Source: an optimization exercise on an open RTL-to-GDS flow (aim: small area, a short achievable clock period and few clock cycles per item). Production flows keep margins and buffers that such runs may drop.
The RTL was checked by simulation tests, not by an equivalence proof against the original design.
No driver is modelled on the clock port, so clocking that relies on it looks cheaper here than on a real chip.

==> inputs of job 4948 <==
==> flow/design.v (excerpt) <==
module pp_accumulator #(
   parameter int N = pp_pkg::N_DEF,
   parameter int K = pp_pkg::K_DEF
) (
   input  logic           clk,
   input  logic           rst,
   input  logic           in_valid,
   output logic           in_ready,
   input  logic [N*2*N-1:0] in_pp,
   output logic           out_valid,
   input  logic           out_ready,
   output logic [2*N-1:0] out_product
);
==> flow/config.mk <==
export PLATFORM = sky130hd
export DESIGN_NAME = pp_accumulator
export DESIGN_NICKNAME = pp_accumulator
export VERILOG_FILES = /design/flow/design.v
export SDC_FILE = /design/flow/constraint.sdc
export NUM_CORES = 4
export LEC_CHECK = 0
export CAP_MARGIN = 20
export CORE_MARGIN = 2
export CORE_UTILIZATION = 65
export PLACE_DENSITY = 0.8
export SLEW_MARGIN = 20
==> flow/constraint.sdc <==
create_clock -name core_clock -period 5.0 [get_ports {clk}]
set_input_delay 1.0000 -clock core_clock [delete_from_list [all_inputs] [get_ports {clk}]]
set_output_delay 1.0000 -clock core_clock [all_outputs]
set_load 0.01 [all_outputs]
standard.sh (not shown) runs the stock make flow with config.mk's settings and CLKGATE_MAP_FILE= SYNTH_SCRIPT=/design/flow/synth_recipe.tcl, a recipe that flattens the netlist after the stock synthesis.
==> flow/flow/run.sh <==
#!/bin/bash
# Own layout flow: the standard ORFS flow with these changes.
#  - Yosys's generic synth skips its early "abc -fast" pass (SYNTH_ARGS=-noabc) so the
#    3:2 counters of the adder tree reach extract_fa as written and map to full-adder
#    cells without polarity inverters between them. Registers are unchanged.
#  - Ports are buffered with sky130_fd_sc_hd__buf_1 instead of the default delay buffer.
#  - After clock tree synthesis, flow/skew.tcl delays the output register's clock
#    (useful skew for the register-to-register paths into it).
set -euo pipefail
here=$(pwd)
bash standard.sh SYNTH_ARGS=-noabc "BUFFER_PORTS_ARGS=-buffer_cell sky130_fd_sc_hd__buf_1" \
  "POST_CTS_TCL=$here/flow/skew.tcl" "SKEW_BUFS=sky130_fd_sc_hd__clkdlybuf4s50_1 sky130_fd_sc_hd__clkbuf_2 sky130_fd_sc_hd__clkbuf_8" \
  finish > flow_make.log 2>&1
==> flow/flow/skew.tcl <==
# Sourced by ORFS's cts.tcl after clock tree synthesis (POST_CTS_TCL).
# Gives the output register (out_product) a later clock than the rest of the
# design, by SKEW_BUFS clock buffers in series in front of its clock pins on
# each clock-tree leaf net that reaches it. This only helps the paths between
# the pipeline register and the output register; the output register's paths
# to the outputs get correspondingly less slack.
set skew_cells [expr {[info exists ::env(SKEW_BUFS)] ? $::env(SKEW_BUFS) : "sky130_fd_sc_hd__clkbuf_2"}]
set groups [dict create]
foreach c [get_cells out_product*] {
  set pin [get_pins -of_objects $c -filter "lib_pin_name==CLK"]
  set net [get_nets -of_objects $pin]
  dict lappend groups [get_full_name $net] $pin
}
set k 0
dict for {n pins} $groups {
  set net [get_nets $n]
  foreach cell $skew_cells {
    set newnet "skew_net_$k"
    insert_buffer -buffer_cell $cell -net $net -load_pins $pins -buffer_name "skew_buf_$k" -net_name $newnet
    set net [get_nets $newnet]
    incr k
  }
}
puts "skew: inserted $k clock buffers on [dict size $groups] leaf nets"
detailed_placement
check_placement -verbose
estimate_parasitics -placement
report_clock_skew
report_checks -path_delay max -group_path_count 1
==> inputs of job 6399, as changes to job 4948 <==
--- a/flow/design.v
+++ b/flow/design.v
@@ -904,18 +904,21 @@
    logic s866;
    logic c867;
    logic s868;
    logic c869;
    logic s870;
    logic [127:0] s1_q;
-   logic [1:1] v, en;
-   logic [31:0] row_a, row_b;
-   logic        adv;
-   assign adv = !out_valid || out_ready;
-   assign en[1] = !v[1] || adv;
-   assign in_ready = en[1] && !rst;
+   logic        v1, vs;
+   logic [31:0] row_a, row_b, sum, skid;
+   logic        out_load;
+   logic        v1_n, vs_n, ov_n, room1, room2;
+   assign out_load = !out_valid || out_ready;
+   assign in_ready = !rst && (room1 || (room2 && out_ready));
+   assign v1_n = in_valid && in_ready;
+   assign ov_n = out_load ? (vs || v1) : out_valid;
+   assign vs_n = out_load ? (vs && v1) : (vs || v1);
    assign s1 = in_pp[0] ^ in_pp[32] ^ in_pp[64];
    assign c2 = (in_pp[0] & in_pp[32]) | (in_pp[0] & in_pp[64]) | (in_pp[32] & in_pp[64]);
    assign s3 = in_pp[96] ^ in_pp[128];
    assign c4 = in_pp[96] & in_pp[128];
    assign s5 = in_pp[1] ^ in_pp[33] ^ in_pp[65];
    assign c6 = (in_pp[1] & in_pp[33]) | (in_pp[1] & in_pp[65]) | (in_pp[33] & in_pp[65]);
@@ -1782,20 +1785,28 @@
    assign c867 = (s1_q[119] & s803) | (s1_q[119] & c802) | (s803 & c802);
    assign s868 = s1_q[123] ^ s805 ^ c804;
    assign c869 = (s1_q[123] & s805) | (s1_q[123] & c804) | (s805 & c804);
    assign s870 = s1_q[127] ^ s807 ^ c806;
    assign row_a = {s870, s868, s866, s864, s862, s860, s858, s856, s854, s852, s850, s848, s846, s844, s842, s840, s838, s836, s834, s832, s830, s828, s826, s824, s822, s820, s818, s816, s814, s812, s810, s745};
    assign row_b = {c869, c867, c865, c863, c861, c859, c857, c855, c853, c851, c849, c847, c845, c843, c841, c839, c837, c835, c833, c831, c829, c827, c825, c823, c821, c819, c817, c815, c813, c811, c809, s808};
+   assign sum = row_a + row_b;
    always_ff @(posedge clk or posedge rst) begin
       if (rst) begin
-         v         <= '0;
+         v1        <= 1'b0;
+         vs        <= 1'b0;
          out_valid <= 1'b0;
+         room1     <= 1'b1;
+         room2     <= 1'b0;
       end else begin
-         if (en[1]) v[1] <= in_valid;
-         if (adv) out_valid <= v[1];
+         v1        <= v1_n;
+         vs        <= vs_n;
+         out_valid <= ov_n;
+         room1     <= ({1'b0, ov_n} + {1'b0, vs_n} + {1'b0, v1_n}) <= 2'd1;
+         room2     <= ov_n && (vs_n ^ v1_n);
       end
    end
    always_ff @(posedge clk) begin
-      if (en[1]) s1_q <= {c742, c740, s744, s743, c738, c736, s741, s739, c734, c732, s737, s735, c730, c728, s733, s731, c726, c724, s729, s727, c722, c720, s725, s723, c718, c716, s721, s719, c714, c712, s717, s715, c710, c708, s713, s711, c706, c704, s709, s707, c702, c700, s705, s703, c698, c696, s701, s699, c694, c692, s697, s695, c690, c688, s693, s691, c686, c684, s689, s687, c682, c680, s685, s683, c678, c676, s681, s679, c674, c672, s677, s675, c670, c668, s673, s671, c666, c664, s669, s667, c662, c660, s665, s663, c658, c656, s661, s659, c654, c652, s657, s655, c650, c648, s653, s651, c646, c644, s649, s647, c642, c640, s645, s643, c638, c636, s641, s639, c634, c632, s637, s635, c630, c628, s633, s631, c626, c624, s629, s627, c622, s625, s623, c437, s621, s436, s434, s190};
-      if (adv) out_product <= row_a + row_b;
+      s1_q <= {c742, c740, s744, s743, c738, c736, s741, s739, c734, c732, s737, s735, c730, c728, s733, s731, c726, c724, s729, s727, c722, c720, s725, s723, c718, c716, s721, s719, c714, c712, s717, s715, c710, c708, s713, s711, c706, c704, s709, s707, c702, c700, s705, s703, c698, c696, s701, s699, c694, c692, s697, s695, c690, c688, s693, s691, c686, c684, s689, s687, c682, c680, s685, s683, c678, c676, s681, s679, c674, c672, s677, s675, c670, c668, s673, s671, c666, c664, s669, s667, c662, c660, s665, s663, c658, c656, s661, s659, c654, c652, s657, s655, c650, c648, s653, s651, c646, c644, s649, s647, c642, c640, s645, s643, c638, c636, s641, s639, c634, c632, s637, s635, c630, c628, s633, s631, c626, c624, s629, s627, c622, s625, s623, c437, s621, s436, s434, s190};
+      if (out_load) out_product <= vs ? skid : sum;
+      if (out_load || !vs) skid <= sum;
    end
 endmodule
==> flow/flow/run.sh (replaced) <==
#!/bin/bash
# Own layout flow: the standard ORFS flow with these changes.
#  - Yosys's generic synth skips its early "abc -fast" pass (SYNTH_ARGS=-noabc) so the
#    3:2 counters of the adder tree reach extract_fa as written and map to full-adder
#    cells without polarity inverters between them. Registers are unchanged.
#  - Ports are buffered with sky130_fd_sc_hd__buf_1 instead of the default delay buffer.
#  - After clock tree synthesis, flow/skew.tcl delays the clock of the last stage's
#    registers (useful skew for the register-to-register paths into them).
# Each tool's full output is in flow_make.log and in ORFS's logs under orfs/logs/.
set -euo pipefail
here=$(pwd)
bash standard.sh SYNTH_ARGS=-noabc "BUFFER_PORTS_ARGS=-buffer_cell sky130_fd_sc_hd__buf_1" \
  "POST_CTS_TCL=$here/flow/skew.tcl" "SKEW_BUFS=sky130_fd_sc_hd__clkdlybuf4s50_1 sky130_fd_sc_hd__clkdlybuf4s25_1 sky130_fd_sc_hd__clkbuf_8" "SKEW_MIN_BIT=4" \
  finish > flow_make.log 2>&1
==> flow/flow/skew.tcl (replaced) <==
# Sourced by ORFS's cts.tcl after clock tree synthesis (POST_CTS_TCL).
# Useful skew for the register-to-register paths of the last pipeline stage:
# the output register (out_product) and the skid register behind it get their
# clock later than the rest of the design, through SKEW_BUFS clock buffers in
# series in front of their clock pins on each clock-tree leaf net that reaches
# them. Bits below SKEW_MIN_BIT are left alone: their adder paths are short
# and would only need hold buffers. The output register's paths to the
# outputs get correspondingly less slack.
set skew_cells $::env(SKEW_BUFS)
set min_bit $::env(SKEW_MIN_BIT)
set groups [dict create]
foreach c [concat [get_cells out_product*] [get_cells -quiet skid*]] {
  if {![regexp {\[([0-9]+)\]} [get_full_name $c] -> bit] || $bit < $min_bit} { continue }
  set pin [get_pins -of_objects $c -filter "lib_pin_name==CLK"]
  set net [get_nets -of_objects $pin]
  dict lappend groups [get_full_name $net] $pin
}
set k 0
dict for {n pins} $groups {
  set net [get_nets $n]
  foreach cell $skew_cells {
    set newnet "skew_net_$k"
    insert_buffer -buffer_cell $cell -net $net -load_pins $pins -buffer_name "skew_buf_$k" -net_name $newnet
    set net [get_nets $newnet]
    incr k
  }
}
puts "skew: inserted $k clock buffers on [dict size $groups] leaf nets"
detailed_placement
check_placement -verbose
estimate_parasitics -placement
report_clock_skew
report_checks -path_delay max -group_path_count 1
==> flow/config.mk (replaced) <==
export PLATFORM = sky130hd
export DESIGN_NAME = pp_accumulator
export DESIGN_NICKNAME = pp_accumulator
export VERILOG_FILES = /design/flow/design.v
export SDC_FILE = /design/flow/constraint.sdc
export NUM_CORES = 4
export LEC_CHECK = 0
export CAP_MARGIN = 20
export CORE_MARGIN = 2
export CORE_UTILIZATION = 60
export PLACE_DENSITY = 0.75
export SETUP_SLACK_MARGIN = 2.2
export SLEW_MARGIN = 20
==> inputs of job 3235, as changes to job 4948 <==
--- a/flow/flow/run.sh
+++ b/flow/flow/run.sh
@@ -6,8 +6,8 @@
 #  - Ports are buffered with sky130_fd_sc_hd__buf_1 instead of the default delay buffer.
 #  - After clock tree synthesis, flow/skew.tcl delays the output register's clock
 #    (useful skew for the register-to-register paths into it).
 set -euo pipefail
 here=$(pwd)
 bash standard.sh SYNTH_ARGS=-noabc "BUFFER_PORTS_ARGS=-buffer_cell sky130_fd_sc_hd__buf_1" \
-  "POST_CTS_TCL=$here/flow/skew.tcl" "SKEW_BUFS=sky130_fd_sc_hd__clkdlybuf4s50_1 sky130_fd_sc_hd__clkbuf_2 sky130_fd_sc_hd__clkbuf_8" \
+  "POST_CTS_TCL=$here/flow/skew.tcl" "SKEW_BUFS=sky130_fd_sc_hd__clkdlybuf4s50_1 sky130_fd_sc_hd__clkbuf_8" \
   finish > flow_make.log 2>&1
--- a/flow/flow/skew.tcl
+++ b/flow/flow/skew.tcl
@@ -1,15 +1,15 @@
 # Sourced by ORFS's cts.tcl after clock tree synthesis (POST_CTS_TCL).
-# Gives the output register (out_product) a later clock than the rest of the
+# Gives the output register (out_product, and the skid register behind it) a later clock than the rest of the
 # design, by SKEW_BUFS clock buffers in series in front of its clock pins on
 # each clock-tree leaf net that reaches it. This only helps the paths between
 # the pipeline register and the output register; the output register's paths
 # to the outputs get correspondingly less slack.
 set skew_cells [expr {[info exists ::env(SKEW_BUFS)] ? $::env(SKEW_BUFS) : "sky130_fd_sc_hd__clkbuf_2"}]
 set groups [dict create]
-foreach c [get_cells out_product*] {
+foreach c [concat [get_cells out_product*] [get_cells -quiet skid*]] {
   set pin [get_pins -of_objects $c -filter "lib_pin_name==CLK"]
   set net [get_nets -of_objects $pin]
   dict lappend groups [get_full_name $net] $pin
 }
 set k 0
 dict for {n pins} $groups {
==> flow/config.mk (replaced) <==
export PLATFORM = sky130hd
export DESIGN_NAME = pp_accumulator
export DESIGN_NICKNAME = pp_accumulator
export VERILOG_FILES = /design/flow/design.v
export SDC_FILE = /design/flow/constraint.sdc
export NUM_CORES = 4
export LEC_CHECK = 0
export CAP_MARGIN = 20
export CORE_MARGIN = 2
export CORE_UTILIZATION = 60
export CTS_BUF_LIST = sky130_fd_sc_hd__clkbuf_8
export PLACE_DENSITY = 0.75
export SLEW_MARGIN = 20
==> inputs of job 7786, as changes to job 4948 <==
==> flow/config.mk (replaced) <==
export PLATFORM = sky130hd
export DESIGN_NAME = pp_accumulator
export DESIGN_NICKNAME = pp_accumulator
export VERILOG_FILES = /design/flow/design.v
export SDC_FILE = /design/flow/constraint.sdc
export NUM_CORES = 4
export LEC_CHECK = 0
export CAP_MARGIN = 20
export CORE_MARGIN = 2
export CORE_UTILIZATION = 60
export CTS_BUF_LIST = sky130_fd_sc_hd__clkbuf_8
export PLACE_DENSITY = 0.75
export SLEW_MARGIN = 20
==> flow_metrics.tcl <==
set metrics [dict create \
    wl_met3_mm 2.45 \
    synth.mux.area_fraction_pct 0.0648 \
    nWellTaps 330 \
    yosys-top-cells-area "fa_1, edfxtp_1, ha_1, xnor2_1, xor2_1" \
    crit_fanout 3 \
    fin_crit_sh_pct 61.6 \
    worstPathArrival_ns 3.98 \
    status "timing/DRC/antenna clean" \
]
[end of results for job 7786]
==> flow_metrics.tcl <==
set metrics [dict create \
    synth.mux.area_fraction_pct 2.02 \
    yosys-top-cells-area "fa_1, dfxtp_1, edfxtp_1, ha_1, xnor2_1" \
    nWellTaps 330 \
    status "timing/DRC/antenna clean" \
    worstPathArrival_ns 1.94 \
    wl_met3_mm 1.98 \
    crit_fanout 1 \
]
[end of results for job 6399]
==> flow_metrics.tcl <==
set metrics [dict create \
    crit_fanout 3 \
    worstPathArrival_ns 3.95 \
    status "timing/DRC/antenna clean" \
    synth.mux.area_fraction_pct 0.0648 \
    fin_crit_sh_pct 62.6 \
    regMostFlops "s1_q" \
    top_area_cell_class "multi-input gates" \
    worstRegToRegCells 10 \
]
[end of results for job 3235]
==> flow_metrics.tcl <==
set metrics [dict create \
    worstPathArrival_ns 3.32 \
    wl_met3_mm 2.83 \
    grt_usage_pct 32.6 \
    synth.mux.area_fraction_pct 0.0648 \
    crit_fanout 1 \
    grt_pass1_wl_mm 58.5 \
    nWellTaps 319 \
    finalInstanceArea_um2 18800 \
    status "timing/DRC/antenna clean" \
    gp_congestion 0.934 \
    yosys-top-cells-area "fa_1, edfxtp_1, ha_1, xnor2_1, xor2_1" \
    final_cell_mix "buf_1, fa_1, edfxtp_1, ha_1, xnor2_1" \
    postSynthAreaPerCell_um2 17.7 \
]
[end of results for job 4948]
Testbench counts of job 4948, summed over its fixed seeds: cycles 1,616, items 1,600.
Testbench counts of job 6399, summed over its fixed seeds: cycles 1,616, items 1,600.
Testbench counts of job 3235, summed over its fixed seeds: cycles 1,616, items 1,600.
Testbench counts of job 7786, summed over its fixed seeds: cycles 1,616, items 1,600.

-- what the ideal ports hide --
How much do the figures lean on ideal ports? The routed layouts below were timed once more, with nothing changed but the port constraints.
Step 1 (the two cells are an assumption about what drives the block):
set clk [get_ports {clk}]
set_driving_cell -lib_cell sky130_fd_sc_hd__clkbuf_16 $clk
set_driving_cell -lib_cell sky130_fd_sc_hd__buf_2 [delete_from_list [all_inputs] $clk]
Step 2, shift: input delay + t, output delay - t, t = (earliest + latest rising clock arrival at the registers) / 2. This alone moves slack from input paths to output paths.
Slacks: no drivers / after step 1 / after step 2; pairs: no drivers / after step 1.
run	shift t [ns]	slack for setup (ns)	hold slack, ns	clock arrival spread, ns
job 4948	0.837	1.850 / 1.867 / 1.030	0.034 / 0.034 / 0.034	0.769 / 0.769
job 6399	0.954	2.063 / 2.015 / 1.222	0.066 / 0.066 / 0.066	0.991 / 0.992
job 3235	0.812	1.869 / 1.869 / 1.159	0.105 / 0.105 / 0.105	0.672 / 0.672
job 7786	0.852	1.918 / 1.918 / 1.108	0.018 / 0.018 / 0.018	0.744 / 0.744
Clock arrivals are far apart in every run listed, so t is only a midpoint there and step 2 fits no single register. The setup slack of job 6399, which loses most, moves by -0.048 ns with the drivers and by -0.841 ns with both steps.
